This is an optimization exercise on Yosys and OpenROAD, whose aim is small area, a short achievable clock period and few clock cycles, not a production implementation. Where RTL was checked, it was by simulation tests only, not by an equivalence proof against the original. Only the layout flow was run in runs 4 to 6; the RTL was not checked for function there.

[flow/config.mk]
export PLATFORM = sky130hd
export DESIGN_NAME = md_unit
export DESIGN_NICKNAME = md_unit
export VERILOG_FILES = /design/flow/design.v
export SDC_FILE = /design/flow/constraint.sdc
export NUM_CORES = 4
export LEC_CHECK = 0
export CAP_MARGIN = 20
export CORE_MARGIN = 2
export CORE_UTILIZATION = 40
export SLEW_MARGIN = 20
[flow/constraint.sdc]
create_clock -name core_clock -period 100.0 [get_ports {clk}]
set_input_delay 20.0000 -clock core_clock [delete_from_list [all_inputs] [get_ports {clk}]]
set_output_delay 20.0000 -clock core_clock [all_outputs]
set_load 0.01 [all_outputs]
[flow/design.v]
package mips_defs;
    typedef enum logic [2:0] {
        MD_NONE  = 3'd0,
        MD_MULT  = 3'd1,
        MD_MULTU = 3'd2,
        MD_DIV   = 3'd3,
        MD_DIVU  = 3'd4,
        MD_MTHI  = 3'd5,
        MD_MTLO  = 3'd6
    } md_op_e;
    typedef enum logic {
        MD_IDLE = 1'b0,
        MD_RUN  = 1'b1
    } md_state_e;
endpackage
module md_clz32 (
    input  logic [31:0] x,
    output logic [5:0]  n
);
    always_comb begin
        n = 6'd32;
        for (int i = 0; i < 32; i++)
            if (x[i]) n = 6'(31 - i);
    end
endmodule
module md_div4 (
    input  logic [31:0] r_in,
    input  logic [31:0] q_in,
    input  logic [31:0] dx,
    input  logic        cin,
    output logic [31:0] r_out,
    output logic [31:0] q_out
);
    always_comb begin
        logic [31:0] r, q;
        logic [33:0] t;
        r = r_in;
        q = q_in;
        for (int i = 0; i < 4; i++) begin
            t = {r, q[31], 1'b1} + {1'b1, dx, cin};
            if (!t[33]) r = t[32:1];
            else        r = {r[30:0], q[31]};
            q = {q[30:0], !t[33]};
        end
        r_out = r;
        q_out = q;
    end
endmodule
module md_mac8 (
    input  logic [32:0] x,
    input  logic [8:0]  y,
    input  logic [63:0] acc,
    output logic [63:0] o
);
    function automatic logic [83:0] csa(input logic [41:0] p, input logic [41:0] q, input logic [41:0] r);
        logic [41:0] s, c;
        s   = p ^ q ^ r;
        c   = (p & q) | (p & r) | (q & r);
        csa = {c[40:0], 1'b0, s};
    endfunction
    logic [41:0] rw [6];
    logic [83:0] t0, t1, t2, t3;
    logic [41:0] sm;
    logic [22:0] top, topx, topy;
    logic        inc, dec;
    always_comb begin
        logic [41:0] negs;
        negs = '0;
        for (int i = 0; i < 4; i++) begin
            logic yl, ym, yh, one, two;
            logic [33:0] m, pp;
            yl = y[2*i]; ym = y[2*i+1]; yh = y[2*i+2];
            one = ym ^ yl;
            two = (yh & ~ym & ~yl) | (~yh & ym & yl);
            m  = one ? {x[32], x} : (two ? {x, 1'b0} : 34'd0);
            pp = yh ? ~m : m;
            rw[i+1] = 42'({~pp[33], pp[32:0]}) << (2*i);
            negs[2*i] = yh;
        end
        rw[0] = {1'b0, acc[32:0], 8'd0} | negs;
        rw[5] = 42'd0 - (42'd1 << 33) - (42'd1 << 35) - (42'd1 << 37) - (42'd1 << 39);
    end
    assign t0 = csa(rw[0], rw[1], rw[2]);
    assign t1 = csa(rw[3], rw[4], rw[5]);
    assign t2 = csa(t0[41:0], t0[83:42], t1[41:0]);
    assign t3 = csa(t2[41:0], t2[83:42], t1[83:42]);
    assign sm = t3[41:0] + t3[83:42];
    assign inc  = sm[41] & ~sm[40];
    assign dec  = sm[41] & sm[40];
    assign top  = acc[55:33];
    assign topx = top ^ {23{dec}};
    assign topy = topx + 23'(inc | dec);
    assign o    = {topy ^ {23{dec}}, sm[40:0]};
endmodule
module md_unit
#(
    parameter int MULT_CYCLES = 5,
    parameter int DIV_CYCLES  = 10
) (
    input  logic        clk,
    input  logic        reset,
    input  logic        start,
    input  logic        cancel,
    input  logic [2:0]  op,
    input  logic [31:0] a,
    input  logic [31:0] b,
    output logic        busy,
    output logic [31:0] hi,
    output logic [31:0] lo
);
    logic [31:0] ra;             
    logic [31:0] rb;             
    logic        first;          
    logic        fix;            
    logic        isdiv;
    logic        sg;             
    logic        an;             
    logic [2:0]  cnt;            
    logic        swap;           
    logic [2:0]  nm;             
    logic [5:0]  lza, lzb;       
    logic accept, mul_op, div_op, sg_op;
    assign accept = start && !cancel && !busy;
    assign mul_op = (op == 3'd1) || (op == 3'd2);
    assign div_op = (op == 3'd3) || (op == 3'd4);
    assign sg_op  = (op == 3'd1) || (op == 3'd3);
    function automatic logic [2:0] nchunks(input logic [31:0] x, input logic s);
        logic [32:0] e;
        e = {s & x[31], x};
        if ((&e[32:7]) | !(|e[32:7]))        nchunks = 3'd1;
        else if ((&e[32:15]) | !(|e[32:15])) nchunks = 3'd2;
        else if ((&e[32:23]) | !(|e[32:23])) nchunks = 3'd3;
        else if (e[32] == e[31])             nchunks = 3'd4;
        else                                 nchunks = 3'd5;
    endfunction
    logic [2:0] na_i, nb_i;
    logic [5:0] lza_i, lzb_i;
    assign na_i = nchunks(b, sg_op);
    assign nb_i = nchunks(a, sg_op);
    md_clz32 u_lza (.x(a ^ {32{sg_op & a[31]}}), .n(lza_i));
    md_clz32 u_lzb (.x(b ^ {32{sg_op & b[31]}}), .n(lzb_i));
    logic        a_neg, b_neg;
    assign a_neg = sg & rb[31];
    assign b_neg = sg & ra[31];
    logic signed [7:0] need;         
    logic       dquick;              
    logic [2:0] dbytes;              
    assign need   = 8'(lzb) - 8'(lza) + 8'(a_neg) + 8'd1;
    assign dquick = need <= 8'sd0;
    assign dbytes = (need > 8'sd24) ? 3'd4 : 3'((need + 8'sd7) >>> 3);
    logic [31:0] a_mag;
    assign a_mag = a_neg ? -rb : rb;
    logic [31:0] sh_in;
    logic [1:0]  sh;
    logic [63:0] sh_out;
    assign sh_in  = isdiv ? a_mag : (swap ? ra : rb);
    assign sh     = isdiv ? 2'(3'd4 - dbytes) : 2'(3'd4 - nm);
    assign sh_out = {32'd0, sh_in} << {sh, 3'b000};
    logic [31:0] xm;             
    logic [31:0] ycur;           
    logic        n5;             
    logic [8:0]  ych;
    logic [63:0] acc_in, acc_out;
    assign n5     = first & (nm == 3'd5);
    assign xm     = (first & swap) ? rb : ra;
    assign ycur   = first ? (n5 ? (swap ? ra : rb) : sh_out[31:0]) : rb;
    assign ych    = n5 ? 9'b000000010 : ycur[31:23];
    assign acc_in = first ? 64'd0 : {hi, lo};
    md_mac8 u_mac (.x({sg & xm[31], xm}), .y(ych), .acc(acc_in), .o(acc_out));
    logic [31:0] dr_in, dq_in, dr_out, dq_out;
    assign dr_in = first ? sh_out[63:32] : hi;
    assign dq_in = first ? sh_out[31:0]  : rb;
    md_div4 u_div (.r_in(dr_in), .q_in(dq_in), .dx(b_neg ? ra : ~ra), .cin(!b_neg),
                   .r_out(dr_out), .q_out(dq_out));
    logic        dfix;           
    assign dfix = an | b_neg;
    logic [31:0] hi_neg, lo_neg;
    assign hi_neg = an ? -hi : hi;
    assign lo_neg = (an ^ b_neg) ? -lo : lo;
    always_ff @(posedge clk) begin
        if (reset) begin
            busy <= 1'b0;
            hi   <= '0;
            lo   <= '0;
        end else if (!busy) begin
            if (accept) begin
                if (op == 3'd5) hi <= a;
                if (op == 3'd6) lo <= a;
                if (mul_op || (div_op && b != 32'd0)) busy <= 1'b1;
            end
        end else if (!isdiv) begin
            {hi, lo} <= acc_out;
            if (first ? (nm == 3'd1) : (cnt == 3'd0)) busy <= 1'b0;
        end else if (fix) begin
            hi   <= hi_neg;
            lo   <= lo_neg;
            busy <= 1'b0;
        end else if (first && dquick) begin
            hi   <= rb;
            lo   <= '0;
            busy <= 1'b0;
        end else begin
            hi <= dr_out;
            lo <= dq_out;
            if (!first && cnt == 3'd0 && !dfix) busy <= 1'b0;
        end
    end
    always_ff @(posedge clk) begin
        if (!busy) begin
            ra    <= b;
            rb    <= a;
            first <= 1'b1;
            fix   <= 1'b0;
            isdiv <= div_op;
            sg    <= sg_op;
            swap  <= na_i < nb_i;
            nm    <= (na_i < nb_i) ? na_i : nb_i;
            lza   <= lza_i;
            lzb   <= lzb_i;
        end else begin
            first <= 1'b0;
            if (!isdiv) begin
                ra  <= xm;
                rb  <= n5 ? ycur : {ycur[23:0], 8'd0};
                cnt <= first ? (n5 ? 3'd3 : 3'(nm - 3'd2)) : 3'(cnt - 3'd1);
            end else begin
                if (first) begin
                    an  <= a_neg;
                    cnt <= 3'({dbytes, 1'b0} - 4'd2);
                end else begin
                    cnt <= cnt - 3'd1;
                    if (cnt == 3'd0) fix <= 1'b1;
                end
                rb <= dq_out;
            end
        end
    end
endmodule
[flow/flow/run.sh]
#!/bin/bash
# The standard layout, with the resizer's repair_timing asked for a large setup margin so
# that it shortens the register-to-register paths well below the clock period.
set -euo pipefail
bash standard.sh SETUP_SLACK_MARGIN=75 finish > standard_flow.log 2>&1
[flow/standard.sh]
#!/bin/bash
# synth_recipe.tcl (not shown) runs the flow's synth.tcl, then flattens the netlist and writes it again
# the make line also repeats each setting of config.mk as NAME=value (left out here)
make -C /OpenROAD-flow-scripts/flow DESIGN_CONFIG=/design/flow/config.mk WORK_HOME=/design/flow/orfs CLKGATE_MAP_FILE= SYNTH_SCRIPT=/design/flow/synth_recipe.tcl "${@:-finish}"
==> flow_summary_export.csv, run 1 <==
group,metric,value,unit
route,drt_first_pass_iters,6,
layout,layout-drive-gt1-share,5.64,%
clock_network,clock_latency_late_sink,0.48,ns
clock_network,tritoncts_clock_tree,"yes",
floorplanning,die_height,287,um
logic_synthesis,netlist_instances,4507,
sta,final_hold_viol_count,0,
critical_path,worst-endpoint-required,100.33,ns
layout,register_area,0.00361,mm2
sta,slew_at_the_pin_closest_to_its_max_slew_limit,1.24,ns
job,maximum_capacitance_violations,0,
layout,multi_input_area,0.0264,mm2
sta,setup_tns,0,ns
route,post_drt_via_cell_ratio,6.46,
critical_path,critPathBufInv,1,
route,routed_wl,155,mm
outcome,run_status,"complete, no violations",
global_routing,grt_antenna_before_repair,11,
sta,layout_worst_path_cycle_share,24.3,%
critical_path,data_arrival_critical_path,24.58,ns
logic_synthesis,synth-edff-count,54,
sta,maxSlewViolCount,0,
logic_synthesis,synth_top_area_share,9.03,%
critical_path,path_common_cell,"sky130_fd_sc_hd__nand2_1",
logic_synthesis,dominantRegCellSynth,"sky130_fd_sc_hd__dfxtp_1",
place,count_of_port_buffers_added_during_placement,135,
floorplanning,chipWidth,287,um
sta,rsz0062_at_grt,"no",
critical_path,critPathCaptureType,"register",
logic_synthesis,syn_nets,4904,
route,vias,35688,
route,drcViolationCount,0,
critical_path,critPathTopFamily,"compound AO/OA/AOI/OAI gates",
place,post_dp_cell_area,0.0343,mm2
layout,area_growth,9.36,%
floorplanning,start_util,40.4,%
floorplanning,coreArea,0.0791,mm2
route,routedWlPerCell,28.0,um
floorplanning,area_of_the_die,0.0823,mm2
logic_synthesis,async_reset_ff_share,0,%
sta,slew_headroom,16.2,%
layout,net_count_reported_at_finish,4849,
global_routing,track_usage,37.0,%
global_routing,grt_pass1_vias,33404,
logic_synthesis,synth-seq-area-share,11.3,%
logic_synthesis,synth.top_cells.by_count,"sky130_fd_sc_hd__nand2_1, sky130_fd_sc_hd__nor2_1, sky130_fd_sc_hd__a21oi_1",
critical_path,critical-path-slowest-cell,"sky130_fd_sc_hd__and3b_1",
place,gpl.final_weighted_congestion,1.08,
critical_path,timing.critical_path.cells,"clkdlybuf4s50_1, and3b_1, nor2_1, a221oi_1, o21ai_0, a221oi_1, o21ai_0, a221o_1, a21boi_0, a2bb2oi_1, nand2_1, a21boi_0, o22a_1, nand2_1, nand2_1, a21oi_1, nand2_1, o221ai_1, nand3_1, o21ai_0, o211ai_1",
critical_path,crit_fanout,32,
clock_network,htree_levels,4,
route,ant_nets,0,
critical_path,cp_slowest_stage_delay,0.95,ns
logic_synthesis,synth.top_cells.by_area,"sky130_fd_sc_hd__ha_1, sky130_fd_sc_hd__xnor2_1, sky130_fd_sc_hd__dfxtp_1",
layout,filler_cell_count,8343,
route,drt_iter0_markers,4572,
sta,final_period_minus_worst_setup_slack,24.25,ns
clock_network,post-cts-setup-buffers,0,
floorplanning,ios,136,
global_routing,wire_length_of_the_first_global_routing_pass,227,mm
sta,timing.final.setup_violations,0,
critical_path,cp-start-kind,"input port",
logic_synthesis,ys_warnings,5,
logic_synthesis,synth.most_common_cell,"sky130_fd_sc_hd__nand2_1",
clock_network,clock_path_buffers,2,
clock_network,postCtsHoldBufs,0,
min_path,worst_hold_path_type,"reg -> reg",
critical_path,setup.worst_path.class,"in -> reg",
global_routing,gr-total-overflow,0,
sta,timing.clock.skew,0.0151,ns
place,dpl.hpwl,121,mm
logic_synthesis,synth_cell_types,111,
global_routing,grt_start_max_net_pins,71,
clock_network,clockRootBuffer,"sky130_fd_sc_hd__clkbuf_16",
clock_network,cts_resizes,0,
clock_network,cts_inserted_buffers,17,
clock_network,reg_clk_slew_reported_paths,0.07,ns
layout,postLayoutCellArea,0.0350,mm2
logic_synthesis,post_synth_design_cell_area,0.0320,mm2
logic_synthesis,post-synth-top-area-cell,"sky130_fd_sc_hd__ha_1",
logic_synthesis,post_synth.cell_area_avg,7.10,um2
sta,clock.fmax,0.0412,GHz
clock_network,clock_sinks,153,
logic_synthesis,synth.ff_latch_count,153,
floorplanning,rows,103,
## metrics by stage
step / util [%] / hold slack, ns / setup WS (ns) / std cells
after detailed placement: 43.4 / 0.478 / 75.33 / 5483
after floorplan: - / 0.508 / 76.88 / 4507
after global routing: 44.2 / 0.502 / 75.31 / 5515
after CTS: 44.2 / 0.498 / 75.81 / 5515
after global placement: 43.4 / 0.474 / 75.31 / 5483
final: 44.2 / 0.498 / 75.75 / 5521
## worst register-to-register path: cells and delay by family, from the launching register on
kind | cells | cell delay (ns)
and+or+nand+nor | 20 | 6.30
AOI/OAI and AO/OA | 35 | 9.20
buffers and inverters | 11 | 3.53
muxes | 3 | 1.10
xor gates and xnor gates | 3 | 1.07
DFF | 1 | 0.32
adders and majority gates | 6 | 2.21
## final timing paths
check / from / depth (start not counted) / slack (ns) / to
setup / recovery: a[31] / 21 / 75.75 / lza[0]
hold / removal: busy / 1 / 0.50 / first
setup reg to reg: sg / 78 / 76.20 / hi[6]
hold reg to reg: busy / 1 / 0.50 / first
## logic make-up after synthesis
| group | synth area share (%) |
|---|---|
| multiplexers | 4.77 |
| AO/OA/AOI/OAI | 29.6 |
| buffers and inverters | 6.73 |
| adder cells (fa/ha/maj) | 15.0 |
| XOR/XNOR | 11.7 |
| flip-flops | 11.3 |
| AND/OR/NAND/NOR | 21.0 |
## registers in the layout, summed over array words and instances, names as in the netlist, 3 cells and up
register,count
nm,3
rb,32
cnt,3
ra,32
hi,32
lzb,6
lo,32
lza,6
## layout make-up
class	instances	area share, %
Timing Repair Buffer	235	5.99
Antenna cell	6	0.0429
Clock inverter	7	0.204
Multi-Input combinational cell	3787	75.3
Sequential cell	153	10.3
Inverter	258	2.77
Clock buffer	25	1.61
Tap cell	1050	3.75
## per-layer routing
metal  track usage, %  vias to the layer above  routed length [um]
met1             47.4                    17065               61800
met3             7.66                      478               15100
met2             55.5                     1949               65000
met4             26.0                       10               12900
li1                 -                    16186                   -
met5                0                        -                  67
## placed cells by master, fill, tap and decap left out, drive strengths merged, types with 99 or more instances in the layout
cell	count
a21o	123
a21oi	373
buf	101
clkdlybuf4s50	134
dfxtp	99
ha	231
inv	259
nand2	505
nor2	384
nor3	125
o21ai	289
o22ai	99
xnor2	286
xor2	137
Testbench counts, summed over its fixed seeds: cycles 73,166.
==> run 2, diff against run 1 <==
==> flow/flow/run.sh (replaced) <==
#!/bin/bash
# The standard layout, with the resizer's repair_timing asked for a large setup margin so
# that it shortens the register-to-register paths well below the clock period.
set -euo pipefail
bash standard.sh SETUP_SLACK_MARGIN=77 finish > standard_flow.log 2>&1
==> run 2 against run 1 <==
Synthesized area stayed put; via count is 0.75% higher; first-iteration DRC count is 4.5% lower; sequential share of layout area is 0.091 points lower; routed wire length is 0.62% higher; clock-buffer cell count is 4 lower; synthesized cell count stayed put.
==> flow_summary_export.csv, run 2 <==
group,metric,value,unit
logic_synthesis,synth_top_area_share,9.03,%
sta,maxSlewViolCount,0,
global_routing,met3_usage,8.30,%
global_routing,met2_grt_util,55.2,%
place,numPlacedInstances,5481,
global_routing,busiest_layer,"met2",
layout,postLayoutCoreUtil,44.6,%
layout,net_count_reported_at_finish,4860,
global_routing,wire_length_of_the_first_global_routing_pass,228,mm
logic_synthesis,synth.top_cells.by_area,"sky130_fd_sc_hd__ha_1, sky130_fd_sc_hd__xnor2_1, sky130_fd_sc_hd__dfxtp_1",
floorplanning,start_util,40.4,%
logic_synthesis,syn_nets,4904,
global_routing,grt_antenna_before_repair,15,
sta,timing.clock.skew,0.0201,ns
logic_synthesis,post_synth_design_cell_area,0.0320,mm2
sta,fin_worst_hold_slack,0.571,ns
route,drt_iter0_markers,4367,
sta,timing.final.setup_violations,0,
clock_network,clock_sinks,153,
sta,final_hold_viol_count,0,
global_routing,grt_start_max_net_pins,74,
global_routing,grt_pass1_vias,33631,
logic_synthesis,post-synth-top-area-cell,"sky130_fd_sc_hd__ha_1",
logic_synthesis,synth.most_common_cell,"sky130_fd_sc_hd__nand2_1",
clock_network,htree_levels,4,
clock_network,clockRootBuffer,"sky130_fd_sc_hd__clkbuf_16",
route,routedWlPerCell,28.1,um
global_routing,grt.met1_usage,47.3,%
layout,layout_commonest_cell,"sky130_fd_sc_hd__nand2_1",
critical_path,data_arrival_critical_path,23.35,ns
sta,slew_at_the_pin_closest_to_its_max_slew_limit,1.24,ns
sta,layout_worst_path_cycle_share,23.0,%
clock_network,clock_latency_late_sink,0.49,ns
route,routed_wl,156,mm
logic_synthesis,synth-edff-count,54,
sta,clock.fmax,0.0434,GHz
route,drt_first_pass_iters,6,
logic_synthesis,ys_warnings,5,
floorplanning,rows,103,
critical_path,cp-start-kind,"input port",
clock_network,clock_path_buffers,2,
floorplanning,chipWidth,287,um
route,ant_nets,0,
clock_network,cts_inserted_buffers,17,
critical_path,setup.worst_path.class,"in -> reg",
place,gpl.final_weighted_congestion,1.07,
critical_path,worst-endpoint-required,100.32,ns
place,placement.setup.worst_slack,75.73,ns
floorplanning,area_of_the_die,0.0823,mm2
logic_synthesis,netlist_instances,4507,
route,vias,35954,
sta,slew_headroom,15.9,%
route,post_drt_via_cell_ratio,6.50,
sta,setup_tns,0,ns
logic_synthesis,dominantRegCellSynth,"sky130_fd_sc_hd__dfxtp_1",
floorplanning,die_height,287,um
logic_synthesis,async_reset_ff_share,0,%
sta,rsz0062_at_grt,"yes",
critical_path,crit_fanout,4,
critical_path,critPathCaptureType,"register",
global_routing,track_usage,37.2,%
layout,area_growth,10.3,%
logic_synthesis,synth_cell_types,111,
logic_synthesis,post_synth.cell_area_avg,7.10,um2
job,maximum_capacitance_violations,0,
logic_synthesis,synth-seq-area-share,11.3,%
floorplanning,ios,136,
critical_path,reg2reg_slack,77.89,ns
clock_network,tritoncts_clock_tree,"yes",
layout,most-common-layout-cells,"sky130_fd_sc_hd__nand2_1, sky130_fd_sc_hd__nor2_1, sky130_fd_sc_hd__a21oi_1, sky130_fd_sc_hd__xnor2_1, sky130_fd_sc_hd__o21ai_0",
logic_synthesis,synth.ff_latch_count,153,
place,dpl.hpwl,122,mm
layout,layout.cells.non_filler,5535,
global_routing,gr-total-overflow,0,
sta,post-route-worst-setup-slack,76.97,ns
layout,filler_cell_count,8285,
min_path,worst_hold_path_type,"reg -> reg",
place,count_of_port_buffers_added_during_placement,135,
logic_synthesis,synth.top_cells.by_count,"sky130_fd_sc_hd__nand2_1, sky130_fd_sc_hd__nor2_1, sky130_fd_sc_hd__a21oi_1",
outcome,run_status,"complete, no violations",
floorplanning,coreArea,0.0791,mm2
sta,final_period_minus_worst_setup_slack,23.03,ns
route,drcViolationCount,0,
layout,layout-drive-gt1-share,6.72,%
clock_network,reg_clk_slew_reported_paths,0.07,ns
## run 2: worst paths after layout
path	end	depth (start not counted)	from
worst max-delay path	lzb[0]	22	op[0]
worst min-delay path	lo[26]	2	lo[26]
worst max register to register	hi[10]	83	sg
worst min register to register	lo[26]	2	lo[26]
## run 2: metal layers
metal  part of all wire (%)  up-vias
met5                  0.047        -
met4                    8.6       12
met3                     10      512
met2                     42     2106
met1                     39    17145
li1                       -    16179
## run 2: layout make-up
class / instances / area (um2) / share of cell area, %
sequential: 153 / 3610 / 10.2
timing repair buffer: 245 / 2250 / 6.37
tap: 1050 / 1310 / 3.72
clock buffer: 21 / 493 / 1.40
multi-input combinational: 3788 / 26600 / 75.3
clock inverter: 11 / 80.1 / 0.227
inverter: 258 / 968 / 2.74
antenna: 9 / 22.5 / 0.0638
## run 2: what timing repair did
item	CTS	global route
pin swaps	23	21
setup buffers	4	7
resized for setup	50	52
setup endpoints to repair	5	38
gates cloned	2	0
hold buffers	0	0
## run 2: cell families after synthesis
group                      synth area share, %
muxes                                     4.77
buffers and inverters                     6.73
and+or+nand+nor                           21.0
adders and majority gates                 15.0
xor gates and xnor gates                  11.7
AOI/OAI and AO/OA                         29.6
DFF                                       11.3
## run 2: worst max-delay path, stage by stage
cell and delay [ns]:
sky130_fd_sc_hd__buf_8 0.10, sky130_fd_sc_hd__and3b_2 0.23, sky130_fd_sc_hd__buf_12 0.13, sky130_fd_sc_hd__and2_4 0.17, sky130_fd_sc_hd__a221oi_4 0.30, sky130_fd_sc_hd__o21ai_2 0.10
sky130_fd_sc_hd__a221oi_2 0.27, sky130_fd_sc_hd__o21ai_1 0.11, sky130_fd_sc_hd__a221o_1 0.34, sky130_fd_sc_hd__a21boi_2 0.14, sky130_fd_sc_hd__a2bb2oi_2 0.17, sky130_fd_sc_hd__a21oi_1 0.08
sky130_fd_sc_hd__o21ai_1 0.14, sky130_fd_sc_hd__o22a_1 0.17, sky130_fd_sc_hd__nand2_1 0.06, sky130_fd_sc_hd__nand2_1 0.08, sky130_fd_sc_hd__a21oi_1 0.08, sky130_fd_sc_hd__a21oi_2 0.19
sky130_fd_sc_hd__a21oi_1 0.08, sky130_fd_sc_hd__o211ai_1 0.17, sky130_fd_sc_hd__o221ai_1 0.13, sky130_fd_sc_hd__o211ai_1 0.10
## run 2: through the flow
stage                     area (um2)
final                          35300
after global routing           35300
after detailed placement       34300
after floorplan                32000
after CTS                      35000
after global placement         34300
==> run 3, diff against run 2 <==
==> flow/run.sh (new file) <==
#!/bin/bash
# synth_recipe.tcl (not shown) runs the flow's synth.tcl, then flattens the netlist and writes it again
# the make line also repeats each setting of config.mk as NAME=value (left out here)
make -C /OpenROAD-flow-scripts/flow DESIGN_CONFIG=/design/flow/config.mk WORK_HOME=/design/flow/orfs CLKGATE_MAP_FILE= SYNTH_SCRIPT=/design/flow/synth_recipe.tcl finish
removed: flow/flow/run.sh
removed: flow/standard.sh
==> run 3 against run 2 <==
Register-to-register slack got worse by 1.7 ns; global-route usage decreased by 0.21 points; setup slack got worse by 1.2 ns; core utilization decreased by 0.40 points; via count decreased by 0.74%; synthesized cell count unchanged; first-iteration DRC count increased by 4.7%; non-clock buffer count decreased by 10; synthesized area unchanged; critical endpoint is now lza[0]; largest cell class unchanged.
==> flow_summary_export.csv, run 3 <==
group,metric,value,unit
outcome,run_status,"complete, no violations",
layout,multi_input_area,0.0264,mm2
layout,register_area,0.00361,mm2
sta,timing.clock.skew,0.0151,ns
critical_path,critPathBufInv,1,
place,numPlacedInstances,5483,
clock_network,tritoncts_clock_tree,"yes",
logic_synthesis,syn_nets,4904,
route,routedWlPerCell,28.0,um
clock_network,clockRootBuffer,"sky130_fd_sc_hd__clkbuf_16",
logic_synthesis,synth.most_common_cell,"sky130_fd_sc_hd__nand2_1",
critical_path,setup.worst_path.class,"in -> reg",
critical_path,crit_fanout,32,
sta,slew_at_the_pin_closest_to_its_max_slew_limit,1.24,ns
layout,layout-drive-gt1-share,5.64,%
logic_synthesis,combinational_family_with_the_most_area_after_synthesis,"compound AO/OA/AOI/OAI gates",
critical_path,data_arrival_critical_path,24.58,ns
critical_path,worstSetupStartpoint,"a[31]",
logic_synthesis,netlist_instances,4507,
logic_synthesis,synth.ff_latch_count,153,
logic_synthesis,post-synth-top-area-cell,"sky130_fd_sc_hd__ha_1",
logic_synthesis,synth-edff-count,54,
route,vias,35688,
clock_network,clock_latency_late_sink,0.48,ns
clock_network,htree_levels,4,
floorplanning,rows,103,
logic_synthesis,synth_mux_area_share,4.77,%
sta,maxSlewViolCount,0,
route,routed_wl,155,mm
sta,fin_worst_hold_slack,0.498,ns
job,maximum_capacitance_violations,0,
min_path,worst_hold_path_type,"reg -> reg",
global_routing,track_usage,37.0,%
floorplanning,chipWidth,287,um
place,count_of_port_buffers_added_during_placement,135,
layout,filler_cell_count,8343,
logic_synthesis,yosys.area_share.simple,21.0,%
sta,final_period_minus_worst_setup_slack,24.25,ns
sta,timing.final.setup_violations,0,
global_routing,grt_antenna_before_repair,11,
place,gpl.final_weighted_congestion,1.08,
clock_network,reg_clk_slew_reported_paths,0.07,ns
clock_network,clock_sinks,153,
logic_synthesis,xor_xnor_share_of_the_synthesized_area,11.7,%
layout,postLayoutCoreUtil,44.2,%
clock_network,postCtsHoldBufs,0,
layout,area_growth,9.36,%
sta,final_hold_viol_count,0,
logic_synthesis,post_synth_fa_ha_maj_area_fraction,15.0,%
critical_path,cp-start-kind,"input port",
clock_network,clock_path_buffers,2,
logic_synthesis,synth-seq-area-share,11.3,%
global_routing,grt_start_max_net_pins,71,
sta,layout_worst_path_cycle_share,24.3,%
critical_path,timing.critical_path.cells,"clkdlybuf4s50_1, and3b_1, nor2_1, a221oi_1, o21ai_0, a221oi_1, o21ai_0, a221o_1, a21boi_0, a2bb2oi_1, nand2_1, a21boi_0, o22a_1, nand2_1, nand2_1, a21oi_1, nand2_1, o221ai_1, nand3_1, o21ai_0, o211ai_1",
critical_path,worst-endpoint-required,100.33,ns
logic_synthesis,synth_top_area_share,9.03,%
layout,most-common-layout-cells,"sky130_fd_sc_hd__nand2_1, sky130_fd_sc_hd__nor2_1, sky130_fd_sc_hd__a21oi_1, sky130_fd_sc_hd__xnor2_1, sky130_fd_sc_hd__o21ai_0",
global_routing,grt_pass1_vias,33404,
critical_path,path_common_cell,"sky130_fd_sc_hd__nand2_1",
floorplanning,ios,136,
layout,layout_commonest_cell,"sky130_fd_sc_hd__nand2_1",
logic_synthesis,async_reset_ff_share,0,%
sta,setup_tns,0,ns
critical_path,cp_slowest_stage_delay,0.95,ns
sta,rsz0062_at_grt,"no",
floorplanning,die_height,287,um
logic_synthesis,post_synth_design_cell_area,0.0320,mm2
critical_path,critPathCaptureType,"register",
route,drt_first_pass_iters,6,
sta,slew_headroom,16.2,%
min_path,timing.hold.worst.start,"busy",
route,drt_iter0_markers,4572,
layout,net_count_reported_at_finish,4849,
logic_synthesis,synth_cell_types,111,
global_routing,gr-total-overflow,0,
logic_synthesis,dominantRegCellSynth,"sky130_fd_sc_hd__dfxtp_1",
critical_path,critPathTopFamily,"compound AO/OA/AOI/OAI gates",
place,dpl.hpwl,121,mm
floorplanning,coreArea,0.0791,mm2
logic_synthesis,synth.top_cells.by_count,"sky130_fd_sc_hd__nand2_1, sky130_fd_sc_hd__nor2_1, sky130_fd_sc_hd__a21oi_1",
logic_synthesis,synthesized_area_fraction_occupied_by_ao_oa_aoi_and_oai_cells,29.6,%
sta,post-route-worst-setup-slack,75.75,ns
logic_synthesis,synth.top_cells.by_area,"sky130_fd_sc_hd__ha_1, sky130_fd_sc_hd__xnor2_1, sky130_fd_sc_hd__dfxtp_1",
sta,clock.fmax,0.0412,GHz
floorplanning,start_util,40.4,%
route,ant_nets,0,
place,placement.setup.worst_slack,75.33,ns
critical_path,worstReg2RegStart,"sg",
critical_path,critical-path-slowest-cell,"sky130_fd_sc_hd__and3b_1",
logic_synthesis,ys_warnings,5,
logic_synthesis,post_synth.cell_area_avg,7.10,um2
clock_network,post-cts-setup-buffers,0,
route,drcViolationCount,0,
layout,layout.cells.non_filler,5521,
global_routing,wire_length_of_the_first_global_routing_pass,227,mm
clock_network,cts_inserted_buffers,17,
floorplanning,area_of_the_die,0.0823,mm2
route,post_drt_via_cell_ratio,6.46,
clock_network,cts_resizes,0,
==> run 3: cell types whose count changed in the layout (fill, tap and decap cells not counted), sizes merged, moves of 2 or more <==
cell	change
dlygate4sd2	-4
diode	-3
dlymetal6s2s	-8
inv	-5
clkbuf	+2
clkdlybuf4s50	+18
buf	-12
==> run 3: kinds of logic after synthesis <==
group / Yosys count
flip-flops: 153
AND/OR/NAND/NOR: 1449
multiplexers: 145
XOR/XNOR: 424
AO/OA/AOI/OAI: 1443
adder cells (fa/ha/maj): 326
buffers and inverters: 567
==> run 3: path summary, 6_finish.rpt <==
| check | end | slack, ns | cells past startpoint |
|---|---|---|---|
| min reg2reg | first | 0.50 | 1 |
| max | lza[0] | 75.75 | 21 |
| min | first | 0.50 | 1 |
| max reg2reg | hi[6] | 76.20 | 78 |
==> run 3: metal layers <==
metal | track usage [%] | share of wire [%]
met1 | 47.4 | 40
met5 | 0 | 0.043
met4 | 26.0 | 8.3
met2 | 55.5 | 42
met3 | 7.66 | 9.8
==> run 3: stage by stage <==
stage          instance area [um2]
6_report                     35000
5_1_grt                      35000
4_1_cts                      35000
3_5_place_dp                 34300
3_3_place_gp                 34300
2_1_floorplan                32000
==> run 3: final cells by class <==
| cell class | count | share of cell area [%] |
|---|---|---|
| Antenna cell | 6 | 0.0429 |
| Sequential cell | 153 | 10.3 |
| Tap cell | 1050 | 3.75 |
| Multi-Input combinational cell | 3787 | 75.3 |
| Inverter | 258 | 2.77 |
| Clock inverter | 7 | 0.204 |
| Clock buffer | 25 | 1.61 |
| Timing Repair Buffer | 235 | 5.99 |
==> run 4, diff against run 3 <==
--- a/flow/design.v
+++ b/flow/design.v
@@ -18,9 +18,27 @@
     output logic [5:0]  n
 );
-    always_comb begin
-        n = 6'd32;
-        for (int i = 0; i < 32; i++)
-            if (x[i]) n = 6'(31 - i);
-    end
+    logic [7:0]  z4;             
+    logic [1:0]  c4 [8];
+    logic [3:0]  z8;
+    logic [2:0]  c8 [4];
+    logic [1:0]  z16;
+    logic [3:0]  c16 [2];
+    logic [4:0]  c32;
+    for (genvar j = 0; j < 8; j++) begin : g_nib
+        logic [3:0] v;
+        assign v     = x[4*j +: 4];
+        assign z4[j] = ~|v;
+        assign c4[j] = v[3] ? 2'd0 : v[2] ? 2'd1 : v[1] ? 2'd2 : 2'd3;
+    end
+    for (genvar j = 0; j < 4; j++) begin : g_byte
+        assign z8[j] = z4[2*j+1] & z4[2*j];
+        assign c8[j] = z4[2*j+1] ? {1'b1, c4[2*j]} : {1'b0, c4[2*j+1]};
+    end
+    for (genvar j = 0; j < 2; j++) begin : g_half
+        assign z16[j] = z8[2*j+1] & z8[2*j];
+        assign c16[j] = z8[2*j+1] ? {1'b1, c8[2*j]} : {1'b0, c8[2*j+1]};
+    end
+    assign c32 = z16[1] ? {1'b1, c16[0]} : {1'b0, c16[1]};
+    assign n   = (z16[1] & z16[0]) ? 6'd32 : {1'b0, c32};
 endmodule
 module md_div4 (
@@ -117,6 +135,5 @@
     logic        an;             
     logic [2:0]  cnt;            
-    logic        swap;           
-    logic [2:0]  nm;             
+    logic [2:0]  na, nb;         
     logic [5:0]  lza, lzb;       
     logic accept, mul_op, div_op, sg_op;
@@ -126,11 +143,13 @@
     assign sg_op  = (op == 3'd1) || (op == 3'd3);
     function automatic logic [2:0] nchunks(input logic [31:0] x, input logic s);
-        logic [32:0] e;
-        e = {s & x[31], x};
-        if ((&e[32:7]) | !(|e[32:7]))        nchunks = 3'd1;
-        else if ((&e[32:15]) | !(|e[32:15])) nchunks = 3'd2;
-        else if ((&e[32:23]) | !(|e[32:23])) nchunks = 3'd3;
-        else if (e[32] == e[31])             nchunks = 3'd4;
-        else                                 nchunks = 3'd5;
+        logic f1, f2, f3;
+        f1 = !(|x[31:7])  | (s & (&x[31:7]));
+        f2 = !(|x[31:15]) | (s & (&x[31:15]));
+        f3 = !(|x[31:23]) | (s & (&x[31:23]));
+        if (f1)                nchunks = 3'd1;
+        else if (f2)           nchunks = 3'd2;
+        else if (f3)           nchunks = 3'd3;
+        else if (s | !x[31])   nchunks = 3'd4;
+        else                   nchunks = 3'd5;
     endfunction
     logic [2:0] na_i, nb_i;
@@ -140,4 +159,8 @@
     md_clz32 u_lza (.x(a ^ {32{sg_op & a[31]}}), .n(lza_i));
     md_clz32 u_lzb (.x(b ^ {32{sg_op & b[31]}}), .n(lzb_i));
+    logic       swap;            
+    logic [2:0] nm;              
+    assign swap = na < nb;
+    assign nm   = swap ? na : nb;
     logic        a_neg, b_neg;
     assign a_neg = sg & rb[31];
@@ -214,6 +237,6 @@
             isdiv <= div_op;
             sg    <= sg_op;
-            swap  <= na_i < nb_i;
-            nm    <= (na_i < nb_i) ? na_i : nb_i;
+            na    <= na_i;
+            nb    <= nb_i;
             lza   <= lza_i;
             lzb   <= lzb_i;
==> flow/flow/run.sh (new file) <==
#!/bin/bash
# The standard layout, with the resizer's repair_timing asked for a large setup margin so
# that it shortens the register-to-register paths well below the clock period.
set -euo pipefail
bash standard.sh SETUP_SLACK_MARGIN=77 finish > standard_flow.log 2>&1
==> flow/standard.sh (new file) <==
#!/bin/bash
# synth_recipe.tcl (not shown) runs the flow's synth.tcl, then flattens the netlist and writes it again
# the make line also repeats each setting of config.mk as NAME=value (left out here)
make -C /OpenROAD-flow-scripts/flow DESIGN_CONFIG=/design/flow/config.mk WORK_HOME=/design/flow/orfs CLKGATE_MAP_FILE= SYNTH_SCRIPT=/design/flow/synth_recipe.tcl "${@:-finish}"
removed: flow/run.sh
==> run 4 against run 3 <==
Still clean on timing, DRC and antenna; final cell count is 2.0% lower; final area is 2.1% lower; synthesized area decreased by 2.9%; critical path depth decreased by 11; critical endpoint unchanged.
==> flow_summary_export.csv, run 4 <==
group,metric,value,unit
route,ant_nets,0,
logic_synthesis,synth.ff_latch_count,155,
clock_network,postCtsHoldBufs,0,
route,drt_iter0_markers,4301,
global_routing,track_usage,36.5,%
global_routing,grt_start_max_net_pins,83,
sta,rsz0062_at_grt,"no",
layout,net_count_reported_at_finish,4755,
global_routing,gr-total-overflow,0,
logic_synthesis,synth-seq-area-share,11.8,%
route,routed_wl,149,mm
layout,postLayoutCellArea,0.0343,mm2
sta,clock.fmax,0.0438,GHz
layout,area_growth,10.3,%
floorplanning,die_height,283,um
logic_synthesis,ys_warnings,8,
critical_path,setup.worst_path.class,"in -> reg",
critical_path,cp-start-kind,"input port",
sta,layout_worst_path_cycle_share,22.8,%
sta,slew_at_the_pin_closest_to_its_max_slew_limit,1.18,ns
place,gpl.final_weighted_congestion,1.12,
critical_path,worstReg2RegStart,"sg",
route,drcViolationCount,0,
place,count_of_port_buffers_added_during_placement,135,
clock_network,htree_levels,4,
logic_synthesis,synth.top_cells.by_area,"sky130_fd_sc_hd__ha_1, sky130_fd_sc_hd__a21oi_1, sky130_fd_sc_hd__dfxtp_1",
floorplanning,area_of_the_die,0.0799,mm2
logic_synthesis,post-synth-top-area-cell,"sky130_fd_sc_hd__ha_1",
place,post_dp_cell_area,0.0335,mm2
global_routing,grt_pass1_vias,32721,
logic_synthesis,netlist_instances,4370,
clock_network,reg_clk_slew_reported_paths,0.08,ns
sta,timing.final.setup_violations,0,
clock_network,cts_inserted_buffers,17,
global_routing,grt_antenna_before_repair,14,
min_path,worst_hold_path_type,"reg -> reg",
logic_synthesis,post_synth_design_cell_area,0.0311,mm2
critical_path,critPathCaptureType,"register",
route,post_drt_via_cell_ratio,6.49,
sta,slew_headroom,19.8,%
floorplanning,ios,136,
sta,final_hold_viol_count,0,
critical_path,crit_fanout,15,
floorplanning,coreArea,0.0772,mm2
min_path,timing.hold.worst.start,"hi[31]",
logic_synthesis,synth.most_common_cell,"sky130_fd_sc_hd__nor2_1",
clock_network,clockRootBuffer,"sky130_fd_sc_hd__clkbuf_16",
floorplanning,chipWidth,283,um
critical_path,worstSetupStartpoint,"op[0]",
logic_synthesis,synth.top_cells.by_count,"sky130_fd_sc_hd__nor2_1, sky130_fd_sc_hd__a21oi_1, sky130_fd_sc_hd__nand2_1",
critical_path,data_arrival_critical_path,23.04,ns
place,dpl.hpwl,113,mm
clock_network,clock_path_buffers,2,
job,maximum_capacitance_violations,0,
global_routing,wire_length_of_the_first_global_routing_pass,217,mm
clock_network,tritoncts_clock_tree,"yes",
floorplanning,rows,102,
logic_synthesis,async_reset_ff_share,0,%
route,vias,35117,
sta,setup_tns,0,ns
logic_synthesis,synth-edff-count,56,
sta,maxSlewViolCount,0,
layout,layout-drive-gt1-share,6.11,%
clock_network,clock_sinks,155,
logic_synthesis,dominantRegCellSynth,"sky130_fd_sc_hd__dfxtp_1",
critical_path,worst-endpoint-required,100.20,ns
layout,most-common-layout-cells,"sky130_fd_sc_hd__nor2_1, sky130_fd_sc_hd__a21oi_1, sky130_fd_sc_hd__nand2_1, sky130_fd_sc_hd__inv_1, sky130_fd_sc_hd__o21ai_0",
floorplanning,start_util,40.2,%
logic_synthesis,synth_top_area_share,9.34,%
sta,final_period_minus_worst_setup_slack,22.84,ns
logic_synthesis,syn_nets,4768,
route,drt_first_pass_iters,6,
clock_network,clock_latency_late_sink,0.48,ns
logic_synthesis,synth_cell_types,92,
sta,timing.clock.skew,0.0166,ns
route,routedWlPerCell,27.6,um
logic_synthesis,post_synth.cell_area_avg,7.11,um2
layout,layout_commonest_cell,"sky130_fd_sc_hd__nor2_1",
outcome,run_status,"complete, no violations",
-- run 4: critical path, stage by stage --
cell,delay (ns)
sky130_fd_sc_hd__clkdlybuf4s50_1,0.56
sky130_fd_sc_hd__nand2b_1,0.18
sky130_fd_sc_hd__inv_1,0.41
sky130_fd_sc_hd__nand2_2,0.31
sky130_fd_sc_hd__o21ai_1,0.40
sky130_fd_sc_hd__o21ai_0,0.30
sky130_fd_sc_hd__nor3_2,0.47
sky130_fd_sc_hd__nand2_1,0.14
sky130_fd_sc_hd__nor2_1,0.19
sky130_fd_sc_hd__a211oi_1,0.07
-- run 4: per-layer routing --
layer  vias up  share of wire (%)  wire, um  track usage, %
met1     16755                 38     57300            45.5
met4        24                8.1     12100            24.9
met2      2033                 42     63300            55.5
li1      15781                  -         -               -
met3       524                 11     16400            8.93
met5         -              0.098       146               0
-- run 4: layout make-up --
class	count	area (um2)
Tap cell	1040	1300
Sequential cell	155	3670
Antenna cell	2	5.00
Timing Repair Buffer	241	2160
Multi-Input combinational cell	3665	25500
Fill cell	8086	42900
Inverter	277	1040
Clock inverter	15	163
Clock buffer	17	425
-- run 4: cell families after synthesis --
family                     Yosys count  share of synthesized area, %
xor gates and xnor gates           414                          11.7
DFF                                155                          11.8
adders and majority gates          327                          15.5
and+or+nand+nor                   1347                          20.0
buffers and inverters              550                          6.75
AOI/OAI and AO/OA                 1426                          29.1
muxes                              151                          5.16
-- run 4: path summary, 6_finish.rpt --
path	endpoint	depth (start not counted)	slack (ns)
worst max register to register	hi[3]	80	78.34
worst min-delay path	hi[31]	2	0.55
worst min register to register	hi[31]	2	0.55
worst max-delay path	lza[0]	10	77.16
-- run 4: timing repair --
item,in CTS,in global routing
setup buffers,0,7
endpoints found under the setup margin,9,43
cloned,0,0
gates resized for setup,3,12
-- run 4: through the flow --
| step | setup slack [ns] | utilization, % | std cells | hold slack [ns] |
|---|---|---|---|---|
| detailed placement | 76.22 | 43.4 | 5370 | 0.532 |
| CTS | 77.07 | 44.2 | 5402 | 0.544 |
| global route | 77.01 | 44.4 | 5410 | 0.586 |
| finish | 77.16 | 44.4 | 5412 | 0.546 |
| floorplan | 77.81 | - | 4370 | 0.519 |
| global placement | 76.31 | 43.4 | 5370 | 0.535 |
==> run 5, diff against run 4 <==
==> flow/flow/run.sh (replaced) <==
#!/bin/bash
# The standard layout, with the resizer's repair_timing asked for a large setup margin so
# that it shortens the register-to-register paths well below the clock period.
set -euo pipefail
bash standard.sh SETUP_SLACK_MARGIN=78 finish > standard_flow.log 2>&1
==> run 5 against run 4 <==
Via count shrank 0.24%; die area is the same; sequential share of layout area shrank 0.092 points; sequential cell count is the same; global-route usage grew 0.061 points; critical endpoint is now busy; setup slack gained 0.88 ns; clock skew is essentially flat; first-iteration DRC count shrank 3.4%; critical path depth shrank 9.
==> flow_summary_export.csv, run 5 <==
group,metric,value,unit
sta,fin_worst_hold_slack,0.558,ns
logic_synthesis,synth.top_cells.by_count,"sky130_fd_sc_hd__nor2_1, sky130_fd_sc_hd__a21oi_1, sky130_fd_sc_hd__nand2_1",
route,drt_iter0_markers,4153,
logic_synthesis,ys_warnings,8,
job,maximum_capacitance_violations,0,
critical_path,timing.critical_path.cells,"clkdlybuf4s50_1",
route,post_drt_via_cell_ratio,6.46,
logic_synthesis,synth.ff_latch_count,155,
route,vias,35031,
global_routing,grt_start_max_net_pins,116,
layout,most-common-layout-cells,"sky130_fd_sc_hd__nor2_1, sky130_fd_sc_hd__a21oi_1, sky130_fd_sc_hd__nand2_1, sky130_fd_sc_hd__inv_1, sky130_fd_sc_hd__o21ai_0",
logic_synthesis,synth.most_common_cell,"sky130_fd_sc_hd__nor2_1",
critical_path,cp-start-kind,"register",
logic_synthesis,synth_top_area_share,9.34,%
min_path,worst_hold_path_type,"reg -> reg",
floorplanning,die_height,283,um
logic_synthesis,synth_cell_types,92,
floorplanning,rows,102,
logic_synthesis,netlist_instances,4370,
sta,final_period_minus_worst_setup_slack,21.96,ns
clock_network,reg_clk_slew_reported_paths,0.07,ns
sta,slew_at_the_pin_closest_to_its_max_slew_limit,1.16,ns
critical_path,ff2ff_path_depth,80,
route,routed_wl,149,mm
critical_path,worstReg2RegStart,"lza[0]",
sta,rsz0062_at_grt,"no",
critical_path,cp_slowest_stage_delay,0.80,ns
clock_network,clock_latency_late_sink,0.48,ns
outcome,run_status,"complete, no violations",
logic_synthesis,syn_nets,4768,
floorplanning,chipWidth,283,um
layout,area_growth,11.2,%
sta,final_hold_viol_count,0,
logic_synthesis,post_synth_design_cell_area,0.0311,mm2
critical_path,critPathBufInv,1,
sta,layout_worst_path_cycle_share,22.0,%
critical_path,critPathTopFamily,"flip-flops",
floorplanning,area_of_the_die,0.0799,mm2
sta,timing.final.setup_violations,0,
layout,net_count_reported_at_finish,4764,
critical_path,reg2reg_slack,79.01,ns
sta,clock.fmax,0.0455,GHz
global_routing,track_usage,36.6,%
floorplanning,coreArea,0.0772,mm2
logic_synthesis,post-synth-top-area-cell,"sky130_fd_sc_hd__ha_1",
route,drt_first_pass_iters,8,
place,post_dp_cell_area,0.0336,mm2
critical_path,critical-path-slowest-cell,"sky130_fd_sc_hd__dfxtp_4",
critical_path,reg_to_reg_end,"hi[6]",
logic_synthesis,synth.top_cells.by_area,"sky130_fd_sc_hd__ha_1, sky130_fd_sc_hd__a21oi_1, sky130_fd_sc_hd__dfxtp_1",
clock_network,clock_sinks,155,
logic_synthesis,post_synth.cell_area_avg,7.11,um2
critical_path,setup.worst_path.class,"reg -> out",
logic_synthesis,async_reset_ff_share,0,%
critical_path,data_arrival_critical_path,1.96,ns
global_routing,met2_grt_util,56.4,%
clock_network,postCtsHoldBufs,0,
logic_synthesis,dominantRegCellSynth,"sky130_fd_sc_hd__dfxtp_1",
floorplanning,start_util,40.2,%
clock_network,htree_levels,4,
sta,maxSlewViolCount,0,
clock_network,cts_inserted_buffers,17,
route,ant_nets,0,
layout,layout_commonest_cell,"sky130_fd_sc_hd__nor2_1",
clock_network,clock_path_buffers,2,
layout,layout-drive-gt1-share,6.97,%
place,gpl.final_weighted_congestion,1.08,
global_routing,met3_usage,9.08,%
sta,timing.clock.skew,0.0166,ns
route,routedWlPerCell,27.5,um
global_routing,busiest_layer,"met2",
critical_path,critPathCaptureType,"output pin",
sta,setup_tns,0,ns
critical_path,crit_fanout,45,
place,count_of_port_buffers_added_during_placement,135,
clock_network,tritoncts_clock_tree,"yes",
critical_path,critPathCapture,"busy",
global_routing,grt.met1_usage,45.2,%
logic_synthesis,synth-edff-count,56,
global_routing,wire_length_of_the_first_global_routing_pass,217,mm
critical_path,worst-endpoint-required,80.00,ns
logic_synthesis,synth-seq-area-share,11.8,%
global_routing,gr-total-overflow,0,
route,drcViolationCount,0,
clock_network,clockRootBuffer,"sky130_fd_sc_hd__clkbuf_16",
global_routing,grt_pass1_vias,32776,
critical_path,critical_path_cell_count,1,
critical_path,worstSetupStartpoint,"busy",
layout,postLayoutCoreUtil,44.8,%
sta,slew_headroom,22.7,%
place,dpl.hpwl,113,mm
layout,postLayoutCellArea,0.0346,mm2
global_routing,grt_antenna_before_repair,14,
min_path,hold_depth,2,
floorplanning,ios,136,
-- run 5: logic make-up (layout without fill, tap and decap cells) --
family	count (synthesis)	after routing	synth area share, %
AO/OA/AOI/OAI	1426	1426	29.1
AND/OR/NAND/NOR	1347	1348	20.0
buffers and inverters	550	558	6.75
XOR/XNOR	414	414	11.7
adder cells (fa/ha/maj)	327	327	15.5
flip-flops	155	155	11.8
multiplexers	151	151	5.16
other	0	2	0
-- run 5: cell type report --
cell class	instances	area, um2
Antenna cell	2	5.00
Clock buffer	19	433
Multi-Input combinational cell	3666	25700
Inverter	277	1040
Tap cell	1040	1300
Sequential cell	155	3670
Fill cell	8088	42600
Timing Repair Buffer	249	2310
Clock inverter	13	118
-- run 5: timing repair --
item                                    in CTS  in global routing
buffers inserted                            14                  1
cloned                                       0                  1
resized for setup                           33                 59
endpoints found under the setup margin      35                 45
pin swaps                                    2                  0
-- run 5: through the flow --
stage / setup WS [ns] / instances
2_1_floorplan: 77.98 / 4370
3_3_place_gp: 76.61 / 5369
3_5_place_dp: 76.62 / 5369
4_1_cts: 78.00 / 5415
5_1_grt: 77.99 / 5419
6_report: 78.04 / 5421
-- run 5: worst register-to-register path: cells and delay by family (launching register included) --
family,cells,cell delay [ns]
buffers and inverters,9,2.19
xor gates and xnor gates,3,0.49
adders and majority gates,7,2.41
DFF,1,0.56
AOI/OAI and AO/OA,47,11.32
muxes,4,1.63
and+or+nand+nor,10,2.28
-- run 5: routing by layer --
metal / part of all wire, % / wire length [um] / vias up
met4: 7.9 / 11900 / 18
met3: 11 / 15700 / 507
met2: 43 / 63900 / 1968
met5: 0.072 / 107 / -
li1: - / - / 15803
met1: 39 / 57800 / 16735
-- run 5: worst min path at each step --
stage / slack [ns] / startpoint / end
after floorplan: 0.52 / lo[30] / lo[30]
after global placement: 0.53 / lo[30] / lo[30]
after detailed placement: 0.54 / lo[30] / lo[30]
after CTS: 0.55 / lo[30] / lo[30]
after global routing: 0.56 / lo[30] / lo[30]
final: 0.56 / lo[30] / lo[30]
==> run 6, diff against run 5 <==
--- a/flow/design.v
+++ b/flow/design.v
@@ -157,6 +157,9 @@
     assign na_i = nchunks(b, sg_op);
     assign nb_i = nchunks(a, sg_op);
-    md_clz32 u_lza (.x(a ^ {32{sg_op & a[31]}}), .n(lza_i));
-    md_clz32 u_lzb (.x(b ^ {32{sg_op & b[31]}}), .n(lzb_i));
+    logic [5:0] lsa, lsb;
+    md_clz32 u_lza (.x(a ^ {32{a[31]}}), .n(lsa));
+    md_clz32 u_lzb (.x(b ^ {32{b[31]}}), .n(lsb));
+    assign lza_i = (sg_op | !a[31]) ? lsa : 6'd0;
+    assign lzb_i = (sg_op | !b[31]) ? lsb : 6'd0;
     logic       swap;            
     logic [2:0] nm;              
==> flow/flow/run.sh (replaced) <==
#!/bin/bash
# The standard layout, with the resizer's repair_timing asked for a large setup margin so
# that it shortens the register-to-register paths well below the clock period.
set -euo pipefail
bash standard.sh SETUP_SLACK_MARGIN=79 finish > standard_flow.log 2>&1
==> run 6 against run 5 <==
Critical endpoint is now lza[2]; register-to-register slack improved by 0.83 ns; synthesized cell count up 1.0%; non-clock buffer count rose by 136; still clean on timing, DRC and antenna; first-iteration DRC count rose by 8.3%; via count grew 6.3%; final cell count rose by 3.5%; clock-buffer cell count decreased by 2; critical path depth up 8; core utilization up 3.1 points; critical path type is now in -> reg.
==> flow_summary_export.csv, run 6 <==
group,metric,value,unit
logic_synthesis,synth-edff-count,56,
logic_synthesis,dominantRegCellSynth,"sky130_fd_sc_hd__dfxtp_1",
critical_path,critPathTopFamily,"simple AND/OR/NAND/NOR gates",
logic_synthesis,async_reset_ff_share,0,%
sta,timing.final.setup_violations,0,
layout,layout_commonest_cell,"sky130_fd_sc_hd__nand2_1",
logic_synthesis,syn_nets,4814,
place,dpl.hpwl,126,mm
critical_path,reg2reg_slack,79.84,ns
critical_path,critPathCaptureType,"register",
route,ant_nets,0,
global_routing,grt_antenna_before_repair,14,
layout,net_count_reported_at_finish,4945,
sta,clock.fmax,0.0463,GHz
place,count_of_port_buffers_added_during_placement,135,
floorplanning,die_height,284,um
clock_network,cts_inserted_buffers,17,
floorplanning,rows,102,
global_routing,grt_start_max_net_pins,58,
layout,area_growth,18.1,%
critical_path,cp-start-kind,"input port",
global_routing,grt_pass1_vias,35030,
clock_network,reg_clk_slew_reported_paths,0.07,ns
sta,timing.clock.skew,0.0129,ns
sta,fin_worst_hold_slack,0.580,ns
floorplanning,chipWidth,284,um
logic_synthesis,post_synth_design_cell_area,0.0315,mm2
critical_path,data_arrival_critical_path,21.83,ns
route,routed_wl,172,mm
critical_path,setup.worst_path.class,"in -> reg",
layout,postLayoutCoreUtil,47.8,%
clock_network,clock_path_buffers,2,
logic_synthesis,synth.ff_latch_count,155,
sta,final_period_minus_worst_setup_slack,21.62,ns
place,placement.setup.worst_slack,77.13,ns
floorplanning,ios,136,
sta,slew_at_the_pin_closest_to_its_max_slew_limit,1.32,ns
route,vias,37233,
clock_network,clock_latency_late_sink,0.48,ns
logic_synthesis,synth_cell_types,111,
logic_synthesis,synth.most_common_cell,"sky130_fd_sc_hd__nor2_1",
global_routing,gr-total-overflow,0,
layout,most-common-layout-cells,"sky130_fd_sc_hd__nand2_1, sky130_fd_sc_hd__nor2_1, sky130_fd_sc_hd__a21oi_1, sky130_fd_sc_hd__inv_1, sky130_fd_sc_hd__o21ai_0",
sta,rsz0062_at_grt,"yes",
critical_path,timing.critical_path.cells,"buf_8, or4_4, nor2_4, a21oi_4, nor2_4, nand3_2, or4_4, nand2_8, a221oi_2",
clock_network,clockRootBuffer,"sky130_fd_sc_hd__clkbuf_16",
sta,post-route-worst-setup-slack,78.38,ns
route,post_drt_via_cell_ratio,6.64,
place,numPlacedInstances,5434,
place,post_dp_cell_area,0.0344,mm2
critical_path,cp_slowest_stage_delay,0.59,ns
critical_path,crit_fanout,5,
route,drt_first_pass_iters,9,
clock_network,clock_sinks,155,
outcome,run_status,"complete, no violations",
logic_synthesis,post-synth-top-area-cell,"sky130_fd_sc_hd__ha_1",
logic_synthesis,synth-seq-area-share,11.6,%
clock_network,htree_levels,4,
logic_synthesis,netlist_instances,4415,
route,routedWlPerCell,30.7,um
sta,setup_tns,0,ns
sta,layout_worst_path_cycle_share,21.6,%
sta,slew_headroom,11.4,%
critical_path,worst-endpoint-required,100.22,ns
job,maximum_capacitance_violations,0,
floorplanning,start_util,40.5,%
layout,layout.cells.non_filler,5610,
global_routing,track_usage,41.5,%
sta,maxSlewViolCount,0,
global_routing,wire_length_of_the_first_global_routing_pass,247,mm
floorplanning,coreArea,0.0777,mm2
critical_path,critical-path-slowest-cell,"sky130_fd_sc_hd__or4_4",
critical_path,critPathBufInv,1,
route,drt_iter0_markers,4499,
layout,layout-drive-gt1-share,16.7,%
route,drcViolationCount,0,
logic_synthesis,synth_top_area_share,9.27,%
clock_network,tritoncts_clock_tree,"yes",
min_path,worst_hold_path_type,"reg -> reg",
logic_synthesis,post_synth.cell_area_avg,7.13,um2
logic_synthesis,synth.top_cells.by_area,"sky130_fd_sc_hd__ha_1, sky130_fd_sc_hd__a21oi_1, sky130_fd_sc_hd__dfxtp_1",
sta,final_hold_viol_count,0,
place,gpl.final_weighted_congestion,1.09,
layout,postLayoutCellArea,0.0372,mm2
floorplanning,area_of_the_die,0.0809,mm2
logic_synthesis,synth.top_cells.by_count,"sky130_fd_sc_hd__nor2_1, sky130_fd_sc_hd__a21oi_1, sky130_fd_sc_hd__nand2_1",
logic_synthesis,ys_warnings,8,
run 6: changes by cell type after synthesis, moves of 12 or more:
cell                       change
sky130_fd_sc_hd__nor2_1       -58
sky130_fd_sc_hd__nand2_1      +46
sky130_fd_sc_hd__mux2_2       -24
sky130_fd_sc_hd__o21bai_1     -24
sky130_fd_sc_hd__o211ai_1     +23
sky130_fd_sc_hd__nor4_1       -22
sky130_fd_sc_hd__a21o_1       +19
sky130_fd_sc_hd__o21ai_0      +15
sky130_fd_sc_hd__mux2i_1      -14
sky130_fd_sc_hd__nand4_1      -14
sky130_fd_sc_hd__a21oi_1      -13
sky130_fd_sc_hd__o21a_1       +13
sky130_fd_sc_hd__o221ai_1     -12
run 6: final cells by class:
cell class	instances	area, um2
sequential	155	3900
inverter	274	1030
clock inverter	15	149
tap	1040	1300
timing repair buffer	385	3390
multi-input combinational	3713	26900
clock buffer	17	425
antenna	11	27.5
fill	7882	40600
run 6: timing repair:
| item | in CTS | in global routing |
|---|---|---|
| pin swaps | 54 | 51 |
| buffers inserted | 101 | 22 |
| gates cloned | 7 | 1 |
| gates resized for setup | 723 | 163 |
| hold buffers | 0 | 0 |
| endpoints found under the setup margin | 152 | 82 |
run 6: cells by family after synthesis:
group	synth area share, %
multiplexers	3.59
flip-flops	11.6
XOR/XNOR	11.2
buffers and inverters	6.70
AO/OA/AOI/OAI	31.9
adder cells (fa/ha/maj)	15.3
AND/OR/NAND/NOR	19.7
run 6: metal layers:
layer	track usage (%)	vias up	part of all wire, %
met1	48.5	17746	37
li1	-	16387	-
met4	34.0	4	9.8
met5	0	-	0.016
met2	61.5	2434	42
met3	14.2	662	11
run 6: path summary, 6_finish.rpt:
check | start | to | cells after the start
max reg2reg | lza[0] | hi[8] | 71
min | lo[10] | lo[10] | 2
max | a[19] | lza[2] | 9
min reg2reg | lo[10] | lo[10] | 2
run 6: worst register-to-register path, delay by kind of cell (launching register included):
family	cells	cell delay, ns
adder cells (fa/ha/maj)	6	2.17
flip-flops	1	0.38
XOR/XNOR	3	0.67
AND/OR/NAND/NOR	8	2.26
AO/OA/AOI/OAI	47	12.61
multiplexers	1	0.41
buffers and inverters	6	1.54

-- afterwards: timing with drivers on the ports --
Ports are ideal in the flow. The routed layouts listed here were re-timed in OpenROAD.
Step 1 (the two cells are an assumption about what drives the block):
set clk [get_ports {clk}]
set_driving_cell -lib_cell sky130_fd_sc_hd__clkbuf_16 $clk
set_driving_cell -lib_cell sky130_fd_sc_hd__buf_2 [delete_from_list [all_inputs] $clk]
Step 2, shift: input delay + t, output delay - t, t = (earliest + latest rising clock arrival at the registers) / 2. This alone moves slack from input paths to output paths.
a / b / c = no drivers / after step 1 / after step 2; a / b = the first two.
run | shift t [ns] | setup slack, ns | clock arrival spread, ns | worst register clock-pin slew, ns | cell pins on the clock port's net
run 1 | 0.536 | 75.748 / 75.785 / 75.249 | 0.015 / 0.015 | 0.08 / 0.08 | 1
run 2 | 0.536 | 76.974 / 76.961 / 76.425 | 0.021 / 0.020 | 0.08 / 0.08 | 1
run 3 | 0.536 | 75.748 / 75.785 / 75.249 | 0.015 / 0.015 | 0.08 / 0.08 | 1
run 4 | 0.538 | 77.160 / 77.201 / 76.662 | 0.017 / 0.017 | 0.08 / 0.08 | 1
run 5 | 0.538 | 78.036 / 77.971 / 77.604 | 0.017 / 0.017 | 0.08 / 0.08 | 1
run 6 | 0.532 | 78.383 / 78.403 / 77.870 | 0.013 / 0.013 | 0.07 / 0.07 | 1
After both steps every run listed still meets setup and hold. The setup slack of run 2, which loses most, moves by -0.013 ns with the drivers and by -0.549 ns with both steps.
